What follows belongs to an exercise in optimizing a design on an open flow for small area, a short achievable clock period and few clock cycles; a production flow would make more cautious choices.
Only simulation tests tie the RTL to the original design; equivalence was not proved.
Power figures rest on the tool's default switching activity, not on a simulated workload.

==> design/flow/design.v <==
`default_nettype none
package gge_pkg;
  localparam logic [31:0] LfsrTaps = 32'h80200003;
  localparam logic [31:0] SeedReset = 32'd1;
  localparam logic [15:0] XoverReset = 16'd45875;
  localparam logic [15:0] MutReset = 16'd66;
  function automatic logic [31:0] lfsr_step(input logic [31:0] v);
    lfsr_step = v[0] ? ((v >> 1) ^ LfsrTaps) : (v >> 1);
  endfunction
  function automatic logic [31:0] lfsr_jump(input logic [31:0] v, input int n);
    logic [31:0] x;
    x = v;
    for (int k = 0; k < n; k++) x = x[0] ? ((x >> 1) ^ LfsrTaps) : (x >> 1);
    lfsr_jump = x;
  endfunction
  function automatic logic [31:0] lfsr_back(input logic [31:0] v, input int n);
    logic [31:0] x;
    x = v;
    for (int k = 0; k < n; k++) x = {x[30:0], 1'b0} ^ (x[31] ? 32'h00400007 : 32'h0);
    lfsr_back = x;
  endfunction
  function automatic logic lt16(input logic [15:0] a, input logic [15:0] b);
    logic [15:0] l, g;
    l = ~a & b;
    g = a & ~b;
    for (int w = 1; w < 16; w = w * 2)
      for (int i = 0; i < 16; i = i + 2 * w) begin
        l[i] = l[i + w] | (~g[i + w] & l[i]);
        g[i] = g[i + w] | (~l[i + w] & g[i]);
      end
    lt16 = l[0];
  endfunction
  function automatic logic lt7(input logic [6:0] a, input logic [6:0] b);
    logic [7:0] l, g;
    l = {1'b0, ~a & b};
    g = {1'b0, a & ~b};
    for (int w = 1; w < 8; w = w * 2)
      for (int i = 0; i < 8; i = i + 2 * w) begin
        l[i] = l[i + w] | (~g[i + w] & l[i]);
        g[i] = g[i + w] | (~l[i + w] & g[i]);
      end
    lt7 = l[0];
  endfunction
  function automatic logic [3:0] ones8(input logic [7:0] v);
    logic [1:0] a, b, c, d;
    logic [2:0] ab, cd;
    a = {1'b0, v[0]} + {1'b0, v[1]};
    b = {1'b0, v[2]} + {1'b0, v[3]};
    c = {1'b0, v[4]} + {1'b0, v[5]};
    d = {1'b0, v[6]} + {1'b0, v[7]};
    ab = {1'b0, a} + {1'b0, b};
    cd = {1'b0, c} + {1'b0, d};
    ones8 = {1'b0, ab} + {1'b0, cd};
  endfunction
  function automatic logic [5:0] rstep(input logic [5:0] r, input logic b, input logic [6:0] d);
    logic [7:0] t;
    t = {1'b0, r, b} - {1'b0, d};
    rstep = t[7] ? {r[4:0], b} : t[5:0];
  endfunction
  function automatic logic [5:0] qstep(input logic [5:0] r, input logic [1:0] b,
                                       input logic [6:0] d, input logic [7:0] d3);
    logic [8:0] t1, t2, t3;
    t1 = {1'b0, r, b} - {2'b0, d};
    t2 = {1'b0, r, b} - {1'b0, d, 1'b0};
    t3 = {1'b0, r, b} - {1'b0, d3};
    qstep = !t3[8] ? t3[5:0] : (!t2[8] ? t2[5:0] : (!t1[8] ? t1[5:0] : {r[3:0], b}));
  endfunction
  localparam logic [255:0] SmallMod0 = 256'h2aaaaaaa4aaaaaaa52aaaaaa54aaaaaa952aaaaa294aaaaa2492aaaa0000aaaa;
  localparam logic [255:0] SmallMod1 = 256'h4ccc0ccc8ccccccc64cc30cc98cccccc264cc30c318ccccc492400000000cccc;
  localparam logic [255:0] SmallMod2 = 256'h70f030f010f000f080f0c0f0e0f0f0f038700c3042100000000000000000f0f0;
  localparam logic [255:0] SmallMod3 = 256'h7f003f001f000f0007000300010000000000000000000000000000000000ff00;
  function automatic logic [3:0] smallmod(input logic [3:0] v, input logic [3:0] d);
    smallmod = {SmallMod3[{d, v}], SmallMod2[{d, v}], SmallMod1[{d, v}], SmallMod0[{d, v}]};
  endfunction
  function automatic logic [5:0] addmod(input logic [5:0] a, input logic [5:0] b,
                                        input logic [6:0] d);
    logic [6:0] u;
    logic [7:0] t;
    u = {1'b0, a} + {1'b0, b};
    t = {1'b0, u} - {1'b0, d};
    addmod = t[7] ? u[5:0] : t[5:0];
  endfunction
  function automatic logic [5:0] dbladd(input logic [5:0] r, input logic [5:0] k,
                                        input logic [6:0] d);
    logic [7:0] t, t1, t2;
    t = {1'b0, r, 1'b0} + {2'b0, k};
    t1 = t - {1'b0, d};
    t2 = t - {d, 1'b0};
    dbladd = !t2[7] ? t2[5:0] : (!t1[7] ? t1[5:0] : t[5:0]);
  endfunction
  function automatic logic [5:0] cmod(input logic [1:0] sel, input logic [6:0] d);
    logic [5:0] v;
    v = '0;
    if (d >= 7'd8) begin
      case (sel)
        2'd0: v = 6'd7;
        2'd1: v = 6'd3;
        2'd2: v = 6'(d - 7'd1);
        default: v = 6'(d - 7'd5);
      endcase
    end else begin
      case (d[2:0])
        3'd1: v = 6'd0;
        3'd2: v = 6'd1;                                           
        3'd3: case (sel) 2'd0: v = 6'd1; 2'd1: v = 6'd0; 2'd2: v = 6'd2; default: v = 6'd1; endcase
        3'd4: case (sel) 2'd0: v = 6'd3; 2'd1: v = 6'd3; 2'd2: v = 6'd3; default: v = 6'd3; endcase
        3'd5: case (sel) 2'd0: v = 6'd2; 2'd1: v = 6'd3; 2'd2: v = 6'd4; default: v = 6'd0; endcase
        3'd6: case (sel) 2'd0: v = 6'd1; 2'd1: v = 6'd3; 2'd2: v = 6'd5; default: v = 6'd1; endcase
        3'd7: case (sel) 2'd0: v = 6'd0; 2'd1: v = 6'd3; 2'd2: v = 6'd6; default: v = 6'd2; endcase
        default: v = 6'd0;
      endcase
    end
    cmod = v;
  endfunction
  localparam logic [127:0] KTab0 = 128'h000000000000000080a828aa80222a88;
  localparam logic [127:0] KTab1 = 128'h0000000000000000c8004488c0c2aa00;
  localparam logic [127:0] KTab2 = 128'h000000000000000068389c8c84403240;
  localparam logic [127:0] KTab3 = 128'h0000000000000000bd82e82a70c0c000;
  localparam logic [127:0] KTab4 = 128'h000000000000000062f1ac568d0c0000;
  localparam logic [127:0] KTab5 = 128'h0000000000000000f008100000000000;
  localparam logic [127:0] KTab6 = 128'h000000000000000020a0a8880800a2a0;
  localparam logic [127:0] KTab7 = 128'h00000000000000000c0020e064088220;
  localparam logic [127:0] KTab8 = 128'h0000000000000000800ac4341ca64080;
  localparam logic [127:0] KTab9 = 128'h0000000000000000a11ecff416be4400;
  localparam logic [127:0] KTab10 = 128'h00000000000000001640888068000000;
  localparam logic [127:0] KTab11 = 128'h000000000000000013d0000800000000;
  function automatic logic [11:0] ktab(input logic [6:0] s);
    ktab = {KTab11[s], KTab10[s], KTab9[s], KTab8[s], KTab7[s], KTab6[s],
            KTab5[s], KTab4[s], KTab3[s], KTab2[s], KTab1[s], KTab0[s]};
  endfunction
endpackage
`default_nettype wire
`default_nettype none
module genetic_generation_engine_core (
  input  wire logic clk,
  input  wire logic rst,
  input  wire logic in_valid,
  output logic      in_ready,
  input  wire logic [11:0] in_data,
  output logic      out_valid,
  input  wire logic out_ready,
  output logic [16:0] out_data,
  input  wire logic cfg_valid,
  output logic      cfg_ready,
  input  wire logic [1:0] cfg_index,
  input  wire logic [31:0] cfg_data
);
  localparam logic [3:0] MOD_LAST = 4'd7;
  localparam logic [1:0] PH_IDLE = 2'd0, PH_MOD = 2'd2, PH_SEL = 2'd3;
  logic [1:0] ph;
  logic mut;                          
  logic [3:0] cnt;
  wire [2:0] c3 = cnt[2:0];
  logic z0;                           
  logic [7:0] pop [8];
  logic [7:0] nx [8];                 
  logic [31:0] lfsr;
  logic [15:0] xthr, mthr;
  logic [6:0] s;                      
  logic [6:0] acc;
  logic [6:0] cum [7];                
  logic [5:0] r;                      
  logic [3:0] chk;                    
  logic [7:0] d3;                     
  logic [5:0] ktr;                    
  logic [7:0] flr;                    
  logic [3:0] xh;                     
  logic [2:0] xl [4];                 
  logic [7:0] ob;
  logic [3:0] of;
  logic [2:0] oslot;
  logic ov;
  assign cfg_ready = 1'b1;
  assign in_ready = (ph == PH_IDLE) && !mut;
  assign out_valid = ov;
  assign out_data = {oslot, ob, of, ob == 8'hFF, oslot == 3'd7};
  wire take = in_valid && in_ready;
  wire take_run = take && in_data[11];
  wire take_load = take && !in_data[11];
  wire s_zero = (s == 7'd0);
  wire [6:0] dv = s;
  logic s_pend;                       
  logic ld_pend;                      
  logic [3:0] ld_new, ld_old;
  logic [11:0] kreg;                  
  logic [3:0] fq;
  wire [3:0] fcur = gge_pkg::ones8(pop[c3]);
  wire [6:0] acc_in = (cnt == 4'd1) ? 7'd0 : acc;
  wire [6:0] acc_nx = acc_in + {3'd0, fq};
  wire mod0 = take_run;
  wire [31:0] l8 = gge_pkg::lfsr_jump(lfsr, 8);
  wire [31:0] h = {nx[0], nx[2], nx[1], nx[3]};      
  wire [31:0] hsrc = z0 ? l8 : h;
  wire [3:0] cnt1 = cnt + 4'd1;
  wire [3:0] chk_nx = hsrc[31 - 4 * c3 - 4 -: 4];
  wire [5:0] r_mod = gge_pkg::qstep(gge_pkg::qstep(r, chk[3:2], dv, d3), chk[1:0], dv, d3);
  wire [3:0] s_add = s_pend ? of : (ld_pend ? ld_new : 4'd0);
  wire [3:0] s_sub = ld_pend ? ld_old : 4'd0;
  wire [6:0] dv0 = s + {3'd0, s_add} - {3'd0, s_sub};
  wire [5:0] r_first = (dv0[6:4] != 3'd0) ? {2'd0, l8[31:28]} :
                       {2'd0, gge_pkg::smallmod(l8[31:28], dv0[3:0])};
  wire [31:0] xd = gge_pkg::lfsr_step(lfsr);
  wire [31:0] xe = gge_pkg::lfsr_step(xd);
  wire xhit = gge_pkg::lt16(xd[31:16], xthr);
  wire xroll = (ph == PH_MOD) && (cnt >= 4'd1) && (cnt <= 4'd4);
  logic [3:0] yb, yb_nx;
  logic [31:0] yz;
  always_comb begin
    logic [31:0] t;
    t = gge_pkg::lfsr_back(h, 6);
    if (ph == PH_MOD) t = (cnt == 4'd6) ? h : gge_pkg::lfsr_back(h, 1);
    else
      case (c3)
        3'd0: t = gge_pkg::lfsr_back(h, 2);
        3'd1: t = gge_pkg::lfsr_back(h, 3);
        3'd2: t = gge_pkg::lfsr_back(h, 4);
        3'd3: t = gge_pkg::lfsr_back(h, 5);
        default: t = gge_pkg::lfsr_back(h, 6);
      endcase
    yb_nx = {t[31], t[21], t[1], t[0]};
    case (c3)
      3'd0: yz = h;
      3'd1: yz = gge_pkg::lfsr_back(h, 1);
      3'd2: yz = gge_pkg::lfsr_back(h, 2);
      3'd3: yz = gge_pkg::lfsr_back(h, 3);
      3'd4: yz = gge_pkg::lfsr_back(h, 4);
      3'd5: yz = gge_pkg::lfsr_back(h, 5);
      3'd6: yz = gge_pkg::lfsr_back(h, 6);
      default: yz = gge_pkg::lfsr_back(h, 7);
    endcase
  end
  wire [5:0] k_tap = gge_pkg::addmod(yb[2] ? kreg[5:0] : kreg[11:6], gge_pkg::cmod(yb[1:0], dv), dv);
  wire [5:0] ktr_nx = yb[3] ? k_tap : 6'd0;
  wire [5:0] r_back = gge_pkg::dbladd(r, ktr, dv);
  logic [7:0] below, sel_oh;          
  logic [7:0] psel;
  always_comb begin
    for (int j = 0; j < 7; j++) below[j] = gge_pkg::lt7({1'b0, r}, cum[j]);
    below[7] = 1'b1;
    for (int j = 0; j < 8; j++) begin
      if (s_zero) sel_oh[j] = yz[2:0] == 3'(j);
      else if (j == 0) sel_oh[j] = below[0];
      else sel_oh[j] = below[j] && !below[j - 1];
    end
    psel = '0;
    for (int j = 0; j < 8; j++) psel = psel | (pop[j] & {8{sel_oh[j]}});
  end
  logic [7:0] flip;
  always_comb begin
    logic [31:0] m;
    m = lfsr;
    for (int j = 0; j < 8; j++) begin
      m = gge_pkg::lfsr_step(m);
      flip[j] = gge_pkg::lt16(m[31:16], mthr);
    end
  end
  wire [1:0] q = c3[2:1];
  wire [7:0] xa = nx[{q, 1'b0}];
  wire [7:0] xb = nx[{q, 1'b1}];
  wire [7:0] xmask = xh[q] ? 8'((9'd1 << xl[q]) - 9'd1) : 8'hFF;
  wire [7:0] child = c3[0] ? ((xb & xmask) | (xa & ~xmask)) : ((xa & xmask) | (xb & ~xmask));
  wire [7:0] mfin = child ^ flr;
  wire [3:0] mfit = gge_pkg::ones8(mfin);
  wire mut_go = mut && (!ov || out_ready);
  wire sel_last = (ph == PH_SEL) && (c3 == 3'd7);
  wire flip_go = sel_last || (mut_go && c3 != 3'd7);
  always_ff @(posedge clk) begin
    if (rst) begin
      ph <= PH_IDLE; mut <= 1'b0; cnt <= '0; z0 <= 1'b1; s <= '0; ov <= 1'b0;
      s_pend <= 1'b0; ld_pend <= 1'b0;
      lfsr <= gge_pkg::SeedReset; xthr <= gge_pkg::XoverReset; mthr <= gge_pkg::MutReset;
      for (int i = 0; i < 8; i++) pop[i] <= '0;
    end else begin
      if (cfg_valid) begin
        case (cfg_index)
          2'd0: lfsr <= (cfg_data == 32'd0) ? 32'd1 : cfg_data;
          2'd1: xthr <= cfg_data[15:0];
          2'd2: mthr <= cfg_data[15:0];
          default: ;
        endcase
      end
      if (ov && out_ready) ov <= 1'b0;
      s_pend <= 1'b0;
      ld_pend <= 1'b0;
      if (s_pend || ld_pend) s <= dv0;
      if (mod0) lfsr <= l8;
      if (xroll) lfsr <= xhit ? xe : xd;
      if (flip_go) lfsr <= gge_pkg::lfsr_jump(lfsr, 8);
      case (ph)
        PH_IDLE: begin
          if (take_load) begin
            pop[in_data[10:8]] <= in_data[7:0];
            ld_pend <= 1'b1;
          end
          if (take_run) begin
            ph <= PH_MOD;
            cnt <= 4'd1; z0 <= 1'b0;
          end
          if (mut_go) begin
            pop[c3] <= mfin;
            ov <= 1'b1;
            s <= (c3 == 3'd0) ? 7'd0 : s + {3'd0, of};
            s_pend <= (c3 == 3'd7);
            cnt <= (c3 == 3'd7) ? 4'd0 : cnt1;
            z0 <= (c3 == 3'd7);
            if (c3 == 3'd7) mut <= 1'b0;
          end
        end
        PH_MOD: begin
          cnt <= cnt1; z0 <= 1'b0;
          if (cnt == MOD_LAST) begin
            ph <= PH_SEL; cnt <= 4'd0; z0 <= 1'b1;
          end
        end
        default: begin   
          cnt <= cnt1; z0 <= 1'b0;
          if (cnt == 4'd7) begin
            ph <= PH_IDLE; mut <= 1'b1; cnt <= 4'd0; z0 <= 1'b1;
          end
        end
      endcase
    end
  end
  wire do_cum = (ph == PH_MOD) || take_run;
  always_ff @(posedge clk) begin
    fq <= fcur;
    acc <= acc_nx;
    r <= (ph == PH_SEL) ? r_back : (z0 ? r_first : r_mod);
    chk <= chk_nx;
    d3 <= {1'b0, dv0} + {dv0, 1'b0};
    kreg <= gge_pkg::ktab(s);
    yb <= yb_nx;
    ktr <= ktr_nx;
    ld_new <= gge_pkg::ones8(in_data[7:0]);
    ld_old <= gge_pkg::ones8(pop[in_data[10:8]]);
    if (do_cum) begin
      case (cnt)
        4'd1: cum[0] <= {3'd0, acc_nx[3:0]};
        4'd2: cum[1] <= {2'd0, acc_nx[4:0]};
        4'd3: cum[2] <= {2'd0, acc_nx[4:0]};
        4'd4: cum[3] <= {1'd0, acc_nx[5:0]};
        4'd5: cum[4] <= {1'd0, acc_nx[5:0]};
        4'd6: cum[5] <= {1'd0, acc_nx[5:0]};
        4'd7: cum[6] <= {1'd0, acc_nx[5:0]};
        default: ;
      endcase
    end
    if (mod0) begin
      nx[0] <= l8[31:24]; nx[2] <= l8[23:16]; nx[1] <= l8[15:8]; nx[3] <= l8[7:0];
    end
    if (xroll) begin
      xh[2'(cnt - 4'd1)] <= xhit;
      xl[2'(cnt - 4'd1)] <= xe[2:0];
    end
    if (ph == PH_SEL) nx[3'd7 - c3] <= psel;
    if (flip_go) flr <= flip;
    if (mut_go) begin
      ob <= mfin; of <= mfit; oslot <= c3;
    end
  end
endmodule
`default_nettype wire
==> design/flow/run.sh <==
#!/bin/bash
# synth_recipe.tcl (not shown) runs the flow's synth.tcl, then flattens the netlist and writes it again
# the make line also repeats each setting of config.mk as NAME=value (left out here)
make -C /OpenROAD-flow-scripts/flow DESIGN_CONFIG=/design/flow/config.mk WORK_HOME=/design/flow/orfs CLKGATE_MAP_FILE= SYNTH_SCRIPT=/design/flow/synth_recipe.tcl finish
==> design/flow/config.mk <==
export PLATFORM = sky130hd
export DESIGN_NAME = genetic_generation_engine_core
export DESIGN_NICKNAME = genetic_generation_engine_core
export VERILOG_FILES = /design/flow/design.v
export SDC_FILE = /design/flow/constraint.sdc
export NUM_CORES = 4
export LEC_CHECK = 0
export CAP_MARGIN = 20
export CORE_MARGIN = 2
export CORE_UTILIZATION = 40
export SETUP_SLACK_MARGIN = 2.5
export SLEW_MARGIN = 20
==> design/flow/constraint.sdc <==
create_clock -name core_clock -period 8.0 [get_ports {clk}]
set_input_delay 1.6000 -clock core_clock [delete_from_list [all_inputs] [get_ports {clk}]]
set_output_delay 1.6000 -clock core_clock [all_outputs]
set_load 0.01 [all_outputs]
==> impl_metrics.py, run 1 <==
metrics = {
    "worst_setup_path": {
        "r2r_cells": 16,
        "crit_path_start_kind": "register",
        "crit_arrival_ps": 5600,
        "worstPathRequired_ps": 8330,
        "crit_fanout": 18,
        "endpoint_kind": "register",
        "path_class": "register to register",
        "worst-r2r-setup-slack_ps": 2730,
        "regToRegEndpoint": "of[2]",
    },
    "grt": {
        "grt.busiest_layer": "met2",
        "use_met2_pct": 41.3,
        "grt_pass1_vias": 21900,
        "grt_pass1_wl_um": 132000,
        "antenna_found_initial": 1,
        "grt-ovfl-total": 0,
        "grt_max_degree": 52,
        "track_usage_pct": 25.2,
        "grtUsageMet3_pct": 3.27,
        "gr-usage-met1_pct": 33.5,
    },
    "sta": {
        "rsz0062_at_grt": "false",
        "drv_slew": 0,
        "worst_slack_ps": 2730,
        "timing.final.crit_share_pct": 65.9,
        "fmax_ghz": 0.190,
        "slew-limit-headroom_pct": 25.2,
        "tns_ps": 0,
        "tightest_slew_ps": 1090,
        "setup_viol": 0,
        "finalCriticalPeriod_ps": 5270,
        "finalHoldViolCount": 0,
        "skew_ps": 26.1,
    },
    "route": {
        "vias": 22600,
        "drt_iter0_markers": 2549,
        "vias_per_cell": 6.15,
        "drcViolationCount": 0,
        "routedWlPerCell_um": 23.4,
        "ant_nets": 0,
        "drt_wl_total_um": 86100,
        "dr.pass1.iters": 8,
    },
    "synthesis": {
        "synth.avg_cell_area_um2": 9.24,
        "synth_seq_area_share_pct": 34.7,
        "syn_inst": 2812,
        "yosys.area.top_type": "edfxtp_1",
        "yosys-top-cells-area": "edfxtp_1 24%, dfxtp_1 11%, ha_1 7.1%",
        "ys_ff_latch": 348,
        "synth_flop_cell": "edfxtp_1",
        "synth_top_area_share_pct": 23.7,
        "synth_warnings": 2,
        "synth_nets": 3044,
        "ys_async_sr_fraction_pct": 0,
        "ys_types": 86,
        "syn_area_mm2": 0.0260,
        "synth_edf_count": 205,
    },
    "run": {
        "cap_violations": 0,
    },
    "finish": {
        "insertedDiodeCount": 0,
        "fin_nets": 3021,
        "area_growth_pct": 11.3,
        "regArea_mm2": 0.00903,
        "drive_gt1_share_pct": 9.32,
        "num-fill-cells": 6148,
        "multi_input_area_mm2": 0.0156,
        "fin_area_mm2": 0.0289,
        "fin_util_pct": 44.9,
    },
    "outcome": {
        "status": "finished clean",
    },
    "clock_tree": {
        "cts-buffers-inserted": 42,
        "cts_sinks": 348,
        "clockBufferDepth": 3,
        "clk_pin_slew_ps": 60,
        "clock_latency_ps": 600,
        "htree_levels": 2,
        "cts_root_buffer": "clkbuf_16",
        "cts_tree": "done",
    },
    "place": {
        "dp_hpwl_um": 62100,
        "dp_slack_ps": 1820,
        "post_dp_cell_area_mm2": 0.0274,
        "io_buffers": 69,
        "place_congestion": 0.902,
    },
    "die": {
        "core-area_mm2": 0.0643,
        "ios": 71,
        "die_w_um": 259,
        "start_util_pct": 40.4,
        "die_h_um": 259,
        "row_count": 93,
        "die_area_mm2": 0.0670,
    },
    "power": {
        "totalPowerFinal_w": 0.00982,
        "p_per_area_mw_per_mm2": 339,
        "irDropWorstVdd_v": 0.000216,
        "power_leakage_nw": 10.9,
    },
    "hold_path": {
        "min_path_cells": 2,
        "hold_path.class": "register to register",
        "holdPathEnd": "xthr[0]",
        "min_from": "xthr[0]",
    },
}
## cell type report
| type | count | area share, % |
|---|---|---|
| Clock buffer | 58 | 3.92 |
| Clock inverter | 20 | 0.917 |
| Inverter | 169 | 2.19 |
| Multi-Input combinational cell | 2103 | 54.1 |
| Sequential cell | 348 | 31.2 |
| Tap cell | 855 | 3.70 |
| Timing Repair Buffer | 125 | 3.95 |
## cell usage after synthesis, types with 35 or more instances
master,n
nand2_1,266
nor2_1,261
a21oi_1,219
edfxtp_1,205
clkbuf_1,155
inv_1,155
ha_1,147
dfxtp_1,143
o21ai_0,142
mux2i_1,90
xnor2_1,78
maj3_1,63
nor2b_1,63
mux4_2,61
nand3_1,43
a211oi_1,39
a21o_1,35
xor2_1,35
## metrics by stage
step / hold WS, ps / instances
floorplan: 430 / 2812
global placement: 463 / 3596
detailed placement: 472 / 3596
CTS: 480 / 3674
global route: 488 / 3678
finish: 479 / 3678
## timing repair
| item | in CTS | in global routing |
|---|---|---|
| hold buffers | 0 | 0 |
| endpoints found under the setup margin | 8 | 27 |
| setup buffers | 0 | 3 |
| pin swaps | 0 | 1 |
| endpoints found under the hold margin | 0 | 0 |
| cloned | 0 | 1 |
| resized for setup | 6 | 19 |
## how the worst max path moves through the flow
| stage | from | end | cells after the start |
|---|---|---|---|
| 2_1_floorplan | s[2] | r[5] | 24 |
| 3_3_place_gp | in_data[8] | ld_old[2] | 10 |
| 3_5_place_dp | r[0] | r[3] | 22 |
| 4_1_cts | s[3] | r[3] | 23 |
| 5_1_grt | register | of[1] | 16 |
| 6_report | register | of[2] | 16 |
## layout by cell type, fill, tap and decap left out, types with 53 or more instances in the layout
cell type,count
a21oi_1,217
maj3_1,63
inv_1,155
nand2_1,266
edfxtp_1,205
nor2_1,261
nor2b_1,62
xnor2_1,76
mux4_2,61
ha_1,147
dfxtp_1,136
buf_4,53
mux2i_1,89
o21ai_0,137
clkdlybuf4s50_1,67
## where the power goes
part / switching [W] / leakage [nW] / internal (W)
clock: 0.000827 / 0.672 / 0.00114
sequential: 0.000253 / 3.13 / 0.00223
combinational: 0.00321 / 7.06 / 0.00215
total: 0.00429 / 10.9 / 0.00552
## worst max-delay path, cell delays in order, from the launching register on
cell	delay (ps)
dfxtp_2	400
buf_12	200
mux4_2	590
or3_1	420
ha_1	270
a221oi_1	390
xnor2_1	190
mux2i_1	110
xnor2_1	560
fa_1	540
inv_1	80
fa_1	400
inv_1	60
ha_1	160
inv_1	60
fa_1	420
xnor2_1	130
## cell families after synthesis
kind of cell / after synthesis / synth area share, %
AND/OR/NAND/NOR: 788 / 13.7
AO/OA/AOI/OAI: 764 / 19.4
buffers and inverters: 361 / 5.32
flip-flops: 348 / 34.7
adder cells (fa/ha/maj): 259 / 12.8
multiplexers: 169 / 9.54
XOR/XNOR: 122 / 4.52
other: 1 / 0.0144
## registers in the layout (all words and copies together) (netlist names), 6 cells and up, named ones only
signal and count:
cum 38, ktr 6, acc 6, flr 8
mthr 16, s 7, xl 12, xthr 16
d3 8, ob 8, nx 64, kreg 12
r 6, lfsr 32, pop 64
## metal layers
layer | wire, µm | vias up | share of wire (%)
met5 | 0 | - | 0
li1 | - | 10300 | -
met1 | 35800 | 11100 | 42
met4 | 3430 | 0 | 4.0
met3 | 6220 | 194 | 7.2
met2 | 40600 | 1013 | 47
Testbench counts, summed over its fixed seeds: cycles 4,704.
==> inputs of run 2 (changes only) <==
--- a/design/flow/config.mk
+++ b/design/flow/config.mk
@@ -10,3 +10,4 @@
 export CORE_UTILIZATION = 40
-export SETUP_SLACK_MARGIN = 2.5
+export SETUP_SLACK_MARGIN = 3.8
 export SLEW_MARGIN = 20
+export TNS_END_PERCENT = 5
==> impl_metrics.py, run 2 <==
metrics = {
    "clock_tree": {
        "clock_latency_ps": 600,
        "clk_pin_slew_ps": 60,
        "htree_levels": 2,
        "cts-buffers-inserted": 44,
        "cts_tree": "done",
        "clockBufferDepth": 3,
        "cts_sinks": 348,
        "cts_root_buffer": "clkbuf_16",
    },
    "synthesis": {
        "yosys-top-cells-area": "edfxtp_1 24%, dfxtp_1 11%, ha_1 7.1%",
        "post-synth-top-count-cell": "nand2_1",
        "syn_area_mm2": 0.0260,
        "synth_commonest_cells": "266 x nand2_1, 261 x nor2_1, 219 x a21oi_1, 205 x edfxtp_1",
        "synth_edf_count": 205,
        "ys_ff_latch": 348,
        "ys_types": 86,
        "synth_warnings": 2,
        "ys_async_sr_fraction_pct": 0,
        "synth_seq_area_share_pct": 34.7,
        "syn_inst": 2812,
        "yosys.area.top_type": "edfxtp_1",
        "synth_top_area_share_pct": 23.7,
        "synth_nets": 3044,
        "synth.avg_cell_area_um2": 9.24,
        "synth_flop_cell": "edfxtp_1",
    },
    "die": {
        "start_util_pct": 40.4,
        "ios": 71,
        "die_area_mm2": 0.0670,
        "core-area_mm2": 0.0643,
        "die_h_um": 259,
        "die_w_um": 259,
        "row_count": 93,
    },
    "finish": {
        "drive_gt1_share_pct": 12.8,
        "stdcell_count": 3724,
        "fin_nets": 3065,
        "insertedDiodeCount": 0,
        "fin_area_mm2": 0.0298,
        "layout_common_cells": "263 x nand2_1, 257 x nor2_1, 215 x a21oi_1",
        "num-fill-cells": 6039,
        "reg_top3": "nx: 64 flops, pop: 64 flops, cum: 38 flops",
        "area_growth_pct": 14.6,
        "final_common_cell": "nand2_1",
    },
    "grt": {
        "antenna_found_initial": 0,
        "grt_pass1_vias": 22200,
        "grt_pass1_wl_um": 137000,
        "track_usage_pct": 26.5,
        "grt-ovfl-total": 0,
        "grt_max_degree": 69,
    },
    "sta": {
        "slew-limit-headroom_pct": 19.2,
        "drv_slew": 0,
        "fmax_ghz": 0.204,
        "rsz0062_at_grt": "true",
        "whs_ps": 476,
        "tns_ps": 0,
        "finalCriticalPeriod_ps": 4900,
        "timing.final.crit_share_pct": 61.3,
        "tightest_slew_ps": 1200,
        "finalHoldViolCount": 0,
        "setup_viol": 0,
        "skew_ps": 37.6,
    },
    "worst_setup_path": {
        "path_delay_family": "adder cells",
        "worstPathRequired_ps": 8460,
        "endpoint_kind": "register",
        "crit_fanout": 20,
        "cp_slowest_cell": "mux4_2",
        "crit_arrival_ps": 5360,
        "crit_path_start_kind": "primary input",
        "crit_chain": "clkdlybuf4s50_1 -> buf_8 -> mux4_2 -> mux2i_2 -> fa_2 -> fa_1 -> fa_1 -> inv_1 -> ha_2 -> fa_2 -> xor2_1",
        "crit_path_max_incr_delay_ps": 550,
        "path_buf_inv": 3,
        "path_class": "primary input to register",
    },
    "route": {
        "drt_wl_total_um": 90100,
        "ant_nets": 0,
        "drcViolationCount": 0,
        "vias_per_cell": 6.19,
        "routedWlPerCell_um": 24.2,
        "vias": 23000,
        "dr.pass1.iters": 7,
        "drt_iter0_markers": 2744,
    },
    "place": {
        "post_dp_cell_area_mm2": 0.0274,
        "io_buffers": 69,
        "place_congestion": 0.958,
        "dp.cells": 3591,
        "dp_hpwl_um": 64100,
    },
    "hold_path": {
        "hold_path.class": "register to register",
    },
    "run": {
        "cap_violations": 0,
    },
    "power": {
        "power_leakage_nw": 11.2,
        "totalPowerFinal_w": 0.0106,
        "p_per_area_mw_per_mm2": 355,
        "irDropWorstVdd_v": 0.000241,
    },
    "outcome": {
        "status": "finished clean",
    },
}
## run 2: cell counts after synthesis
Identical to the previous run, type by type.
## run 2: cell type report
| class | instances | area [µm²] | share of cell area (%) |
|---|---|---|---|
| clock buffer | 63 | 1200 | 4.04 |
| clock inverter | 19 | 265 | 0.891 |
| inverter | 169 | 656 | 2.20 |
| multi-input combinational | 2103 | 16000 | 53.7 |
| sequential | 348 | 9050 | 30.4 |
| tap | 855 | 1070 | 3.59 |
| timing repair buffer | 167 | 1540 | 5.17 |
## run 2: repair_timing
action | 4_1_cts | 5_1_grt
hold buffers | 0 | 0
resized for setup | 111 | 12
cloned | 2 | 0
pin swaps | 32 | 7
hold endpoints to repair | 0 | 0
setup buffers | 48 | 1
endpoints found under the setup margin | 266 | 247
## run 2: routing by layer
layer	part of all wire [%]	wire, µm	track usage [%]
met1	41	37200	36.1
met2	46	41600	42.4
met3	8.5	7640	3.47
met4	4.2	3770	11.1
met5	0	0	0
## run 2: worst paths after layout
path / from / endpoint / slack (ps) / depth (start not counted)
max: in_data[9] / ld_old[2] / 3100 / 11
min: xthr[10] / xthr[10] / 480 / 2
max reg2reg: register / of[1] / 3130 / 15
min reg2reg: xthr[10] / xthr[10] / 480 / 2
## run 2: logic make-up (layout without fill, tap and decap cells)
| kind of cell | after synthesis | after routing | share of synthesized area (%) |
|---|---|---|---|
| compound gates | 764 | 764 | 19.4 |
| xor+xnor | 122 | 122 | 4.52 |
| fa+ha+maj | 259 | 259 | 12.8 |
| buf+inv | 361 | 418 | 5.32 |
| flops | 348 | 348 | 34.7 |
| mux | 169 | 169 | 9.54 |
| other cells | 1 | 1 | 0.0144 |
| simple gates | 788 | 788 | 13.7 |
## run 2: report_power, final
group          switching, W  leakage, nW  internal, W
sequential         0.000260         3.14      0.00223
clock              0.000838        0.704      0.00122
combinational       0.00345         7.33      0.00257
total               0.00455         11.2      0.00603
## run 2: worst min-delay path, stage by stage, from the launching register on
cell and delay (ps):
dfxtp_1 320, nand2_1 50, a21oi_1 50
## run 2: metrics by stage
stage               setup WS (ps)  util [%]
global placement             2330      42.5
global route                 3010      46.3
CTS                          3110      46.1
floorplan                    3230         -
finish                       3100      46.3
detailed placement           2240      42.5
==> inputs of run 3 (changes only) <==
--- a/design/flow/config.mk
+++ b/design/flow/config.mk
@@ -12,2 +12 @@
 export SLEW_MARGIN = 20
-export TNS_END_PERCENT = 5
==> impl_metrics.py, run 3 <==
metrics = {
    "sta": {
        "finalCriticalPeriod_ps": 4710,
        "rsz0062_at_grt": "true",
        "drv_slew": 0,
        "fmax_ghz": 0.212,
        "timing.final.crit_share_pct": 58.9,
        "skew_ps": 27.0,
        "whs_ps": 473,
        "tightest_slew_ps": 1110,
        "setup_viol": 0,
        "slew-limit-headroom_pct": 25.4,
        "tns_ps": 0,
        "finalHoldViolCount": 0,
    },
    "synthesis": {
        "synth_seq_area_share_pct": 34.7,
        "synth_top_area_share_pct": 23.7,
        "synth_nets": 3044,
        "ys_types": 86,
        "syn_area_mm2": 0.0260,
        "synth_warnings": 2,
        "post-synth-top-count-cell": "nand2_1",
        "synth_flop_cell": "edfxtp_1",
        "ys_ff_latch": 348,
        "synth.avg_cell_area_um2": 9.24,
        "yosys-top-cells-area": "edfxtp_1 24%, dfxtp_1 11%, ha_1 7.1%",
        "synth_edf_count": 205,
        "syn_inst": 2812,
        "yosys.area.top_type": "edfxtp_1",
        "ys_async_sr_fraction_pct": 0,
        "synth_commonest_cells": "266 x nand2_1, 261 x nor2_1, 219 x a21oi_1, 205 x edfxtp_1",
    },
    "hold_path": {
        "min_path_cells": 2,
        "holdPathEnd": "xthr[0]",
        "hold_path.class": "register to register",
        "min_from": "xthr[0]",
    },
    "worst_setup_path": {
        "endpoint_kind": "register",
        "crit_fanout": 5,
        "regToRegEndpoint": "of[1]",
        "crit_path_start_kind": "register",
        "r2r_cells": 16,
        "worstPathRequired_ps": 8320,
        "path_class": "register to register",
        "crit_arrival_ps": 5040,
        "worst-r2r-setup-slack_ps": 3290,
    },
    "route": {
        "dr.pass1.iters": 7,
        "ant_nets": 0,
        "drt_iter0_markers": 2286,
        "vias_per_cell": 6.12,
        "routedWlPerCell_um": 23.9,
        "drcViolationCount": 0,
        "vias": 23000,
        "drt_wl_total_um": 89600,
    },
    "finish": {
        "fin_nets": 3095,
        "fin_util_pct": 47.2,
        "area_growth_pct": 16.9,
        "layout_common_cells": "262 x nand2_1, 259 x nor2_1, 214 x a21oi_1",
        "regArea_mm2": 0.00906,
        "multi_input_area_mm2": 0.0163,
        "drive_gt1_share_pct": 16.1,
        "reg_top3": "nx: 64 flops, pop: 64 flops, cum: 38 flops",
        "final_common_cell": "nand2_1",
        "num-fill-cells": 6021,
    },
    "grt": {
        "grt_pass1_wl_um": 136000,
        "grt-ovfl-total": 0,
        "track_usage_pct": 26.2,
        "antenna_found_initial": 0,
        "grt_max_degree": 74,
        "grt_pass1_vias": 22100,
    },
    "clock_tree": {
        "cts-buffers-inserted": 42,
        "cts_tree": "done",
        "postCtsHoldBufs": 0,
        "clockBufferDepth": 3,
        "clk_pin_slew_ps": 60,
        "cts_root_buffer": "clkbuf_16",
        "cts_sinks": 348,
        "clock_latency_ps": 580,
        "htree_levels": 2,
    },
    "power": {
        "irDropWorstVdd_v": 0.000221,
        "power_leakage_nw": 11.4,
        "switchingPower_w": 0.00467,
        "power_frac_comb_pct": 58.3,
        "sw_frac_of_total_pct": 42.5,
        "p_int_w": 0.00631,
        "p_seq_share_pct": 22.7,
        "p_per_area_mw_per_mm2": 361,
        "clkPwrFrac_pct": 19.0,
    },
    "place": {
        "place_congestion": 0.935,
        "io_buffers": 69,
        "dp_hpwl_um": 63400,
    },
    "die": {
        "start_util_pct": 40.4,
        "row_count": 93,
        "die_w_um": 259,
        "die_area_mm2": 0.0670,
        "core-area_mm2": 0.0643,
        "ios": 71,
        "die_h_um": 259,
    },
    "outcome": {
        "status": "finished clean",
    },
    "run": {
        "cap_violations": 0,
    },
}
[run 3: power by group through the flow]
stage                     combinational (W)  sequential [W]  clock, W
after floorplan                     0.00412         0.00235         0
after global placement              0.00513         0.00253         0
after detailed placement            0.00529         0.00253         0
after CTS                           0.00594         0.00248   0.00212
after global routing                0.00697         0.00251   0.00218
final                               0.00639         0.00249   0.00209
[run 3: stage by stage]
stage	cells	worst slack (ps)	total power (W)	cell area, µm²
finish	3752	3290	0.0110	30400
global route	3751	3150	0.0117	30400
CTS	3719	3230	0.0105	29800
detailed placement	3596	2030	0.00782	27500
global placement	3596	2040	0.00766	27500
floorplan	2812	3270	0.00647	26200
[run 3: layer usage]
metal	GRT usage [%]	part of all wire (%)	vias to the layer above
met5	0	0	-
met4	9.89	3.5	0
met3	3.04	7.0	178
met2	42.9	47	1077
met1	35.5	42	11300
li1	-	-	10400
[run 3: logic make-up (layout without fill, tap and decap cells)]
kind of cell,after synthesis,after routing,share of synthesized area (%)
flip-flops,348,348,34.7
multiplexers,169,169,9.54
adder cells (fa/ha/maj),259,259,12.8
AO/OA/AOI/OAI,764,765,19.4
XOR/XNOR,122,122,4.52
AND/OR/NAND/NOR,788,788,13.7
buffers and inverters,361,444,5.32
other,1,2,0.0144
[run 3: how the worst max path moves through the flow]
stage / start / end / slack (ps) / depth (start not counted)
after floorplan: register / of[2] / 3270 / 17
after global placement: in_data[9] / ld_old[2] / 2040 / 10
after detailed placement: in_data[9] / ld_old[2] / 2030 / 10
after CTS: register / of[1] / 3230 / 16
after global routing: register / of[1] / 3150 / 16
final: register / of[1] / 3290 / 16
[run 3: cell type report]
type | count | share of cell area (%)
well taps | 855 | 3.52
clock inverters | 26 | 1.15
diodes | 1 | 0.00824
clock buffers | 51 | 3.71
flip-flops and latches | 348 | 29.8
multi-input cells | 2104 | 53.7
repair buffers | 198 | 5.83
inverters | 169 | 2.25
[run 3: critical path, stage by stage, from the launching register on]
cell     delay [ps]
dfxtp_4         390
mux4_2          530
or3_4           420
ha_4            290
nand2_4          60
xnor2_4         150
mux2i_2         280
xnor2_2         160
fa_1            460
fa_1            490
inv_1            50
fa_2            420
inv_2            80
ha_4            130
inv_2            40
fa_2            500
inv_1            30
[run 3: what timing repair did]
action,CTS,global route
gates cloned,1,0
setup endpoints to repair,205,139
buffers inserted,45,32
pin swaps,43,38
endpoints found under the hold margin,0,0
resized for setup,127,76

==> re-timing with driven ports <==
In the flow no input, the clock included, has a driving cell. The finished layouts below were timed again as built, in two steps. Step 1 assumes that a clkbuf_16 drives the clock port and a buf_2 every other input. Step 2 times the ports against the registers' clock, not the clock port: input delays grow and output delays shrink by t, the midpoint of the rising clock arrivals with the driver on. Three values: no drivers, after step 1, after step 2; two values: the first two.
| run | t, ns | setup slack, ns | hold WS [ns] |
|---|---|---|---|
| run 1 | 0.647 | 2.727 / 2.727 / 2.274 | 0.479 / 0.479 / 0.479 |
| run 2 | 0.644 | 3.098 / 3.125 / 2.481 | 0.476 / 0.476 / 0.476 |
| run 3 | 0.624 | 3.288 / 3.288 / 3.174 | 0.473 / 0.473 / 0.473 |
After both steps every run listed still meets setup and hold. For run 2, which loses most, drivers alone change the setup slack by +0.027 ns; drivers and shift together by -0.617 ns.
